From an optimization exercise on the open Yosys and OpenROAD flow, aimed at small area, a short achievable clock period and few clock cycles per item; shortcuts taken in it are not production practice. At most, simulation tests tie the RTL to the original design; equivalence was not proved.

// accel_dynamic_magnitude
module accel_dynamic_magnitude
(
    input  logic        clk,
    input  logic        rst_n,
    input  logic        s_axis_tvalid,
    output logic        s_axis_tready,
    input  logic [47:0] s_axis_tdata,
    output logic        m_axis_tvalid,
    input  logic        m_axis_tready,
    output logic [23:0] m_axis_tdata,
    output logic        m_axis_tuser
);
Size: roughly 79 I/O pins, about 61,000 um^2 of cells after synthesis.
==> flow/config.mk <==
export PLATFORM = sky130hd
export DESIGN_NAME = accel_dynamic_magnitude
export DESIGN_NICKNAME = accel_dynamic_magnitude
export VERILOG_FILES = /design/flow/design.v
export SDC_FILE = /design/flow/constraint.sdc
export NUM_CORES = 4
export LEC_CHECK = 0
export CAP_MARGIN = 20
export CORE_MARGIN = 2
export CORE_UTILIZATION = 40
export PLACE_DENSITY = 0.6
export SLEW_MARGIN = 20
==> flow/constraint.sdc <==
create_clock -name core_clock -period 12.0 [get_ports {clk}]
set_input_delay 2.4000 -clock core_clock [delete_from_list [all_inputs] [get_ports {clk}]]
set_output_delay 2.4000 -clock core_clock [all_outputs]
set_load 0.01 [all_outputs]
standard.sh (not shown) runs the stock make flow with config.mk's settings and CLKGATE_MAP_FILE= SYNTH_SCRIPT=/design/flow/synth_recipe.tcl, a recipe that flattens the netlist after the stock synthesis.
==> flow/flow/run.sh <==
#!/bin/bash
set -e
export SETUP_SLACK_MARGIN=${SETUP_SLACK_MARGIN_OVERRIDE:-7.5}
bash standard.sh > standard.log 2>&1
Edit:
==> flow/run.sh (new file) <==
#!/bin/bash
# synth_recipe.tcl (not shown) runs the flow's synth.tcl, then flattens the netlist and writes it again
# the make line also repeats each setting of config.mk as NAME=value (left out here)
make -C /OpenROAD-flow-scripts/flow DESIGN_CONFIG=/design/flow/config.mk WORK_HOME=/design/flow/orfs CLKGATE_MAP_FILE= SYNTH_SCRIPT=/design/flow/synth_recipe.tcl finish
CAP_MARGIN = 50   (was 20)
CORE_UTILIZATION = 60   (was 40)
PLACE_DENSITY = 0.7   (was 0.6)
SETUP_SLACK_MARGIN = 5   (was unset)
SLEW_MARGIN = 80   (was 20)
removed: flow/flow/run.sh
removed: flow/standard.sh
Outcome: The changed run finished with timing, DRC and antenna clean; global-route usage increases by 9.1 points; wire length goes down by 7.9%; setup slack gets worse by 1100 ps; via count fell by 2.1%; register-to-register slack degrades by 1100 ps; area after synthesis is unchanged; non-clock buffer count falls by 175.
Edit:
==> flow/flow/run.sh (new file) <==
#!/bin/bash
set -e
export SETUP_SLACK_MARGIN=${SETUP_SLACK_MARGIN_OVERRIDE:-7.5}
bash standard.sh > standard.log 2>&1
==> flow/standard.sh (new file) <==
#!/bin/bash
# synth_recipe.tcl (not shown) runs the flow's synth.tcl, then flattens the netlist and writes it again
# the make line also repeats each setting of config.mk as NAME=value (left out here)
make -C /OpenROAD-flow-scripts/flow DESIGN_CONFIG=/design/flow/config.mk WORK_HOME=/design/flow/orfs CLKGATE_MAP_FILE= SYNTH_SCRIPT=/design/flow/synth_recipe.tcl "${@:-finish}"
ABC_AREA = 1   (was unset)
CAP_MARGIN = 20   (was 50)
CORE_UTILIZATION = 40   (was 60)
PLACE_DENSITY = 0.6   (was 0.7)
SETUP_SLACK_MARGIN = unset   (was 5)
SLEW_MARGIN = 20   (was 80)
removed: flow/run.sh
- hold slack stays flat
- global-route usage is lower by 7.4 points
- routed wire length climbs by about 19%
- flip-flop and latch count stays the same
- final cell count is higher by 28%
No run of this note included a check of the RTL's function; only the layout flow was run.

== v29 ==
Another version of the RTL of accel_dynamic_magnitude (not shown whole).
Size in the first run: roughly 6200 cells after synthesis, about 79 I/O pins.
Settings: LEC_CHECK=0, ABC_AREA=1, CAP_MARGIN=20, CORE_MARGIN=2, CORE_UTILIZATION=50, PLACE_DENSITY=0.65, SLEW_MARGIN=20, TNS_END_PERCENT=0; clock period 12.0 ns.
==> flow/flow/run.sh <==
#!/bin/bash
set -e
export SETUP_SLACK_MARGIN=8.2
export BUFFER_PORTS_ARGS="-buffer_cell sky130_fd_sc_hd__buf_2"
bash standard.sh > standard.log 2>&1
Testbench counts of v29, summed over its fixed seeds: cycles 3,304, items 3,200.
--- input diff v29..v38 ---
Settings: TNS_END_PERCENT: 0 -> 5.
--- outcome ---
- Final RePlAce weighted congestion on v38 is up relative to v29.
- Smallest setup slack after layout on v38 is behind v29.
- The core of v38 is more densely filled than that of v29.

## separate check: timing with driven ports
In the flow no input, the clock included, has a driving cell. The finished layouts below were timed again as built, in two steps.
Step 1 sets driving cells, clkbuf_16 on the clock port and buf_2 on the other inputs (assumed; they add their load-dependent delay and slew).
Step 2 adds t to the input delays and takes it off the output delays; t is the mean of the earliest and latest rising clock arrival at the registers after step 1. Input paths then give back, and output paths get back, about the clock's delay inside the block.
a / b / c = ideal ports / drivers / drivers and shift; a / b = the first two.
| run | shift t [ns] | slack for setup (ns) | worst hold slack (ns) | latest minus earliest clock arrival (ns) |
|---|---|---|---|---|
| the first run of note 1 | 0.756 | 6.866 / 6.866 / 6.828 | 0.398 / 0.398 / 0.398 | 0.050 / 0.051 |
| the second run of note 1 | 0.717 | 5.790 / 5.790 / 5.790 | 0.411 / 0.411 / 0.411 | 0.037 / 0.038 |
| the third run of note 1 | 0.759 | 6.987 / 6.987 / 6.987 | 0.413 / 0.413 / 0.413 | 0.042 / 0.042 |
| v29 | 0.774 | 7.863 / 7.863 / 7.244 | 0.405 / 0.405 / 0.405 | 0.041 / 0.041 |
| v38 | 0.777 | 7.844 / 7.844 / 7.202 | 0.405 / 0.405 / 0.405 | 0.047 / 0.048 |
After both steps every run listed still meets setup and hold. The setup slack of v38, which loses most, moves by 0.000 ns with the drivers and by -0.642 ns with both steps.
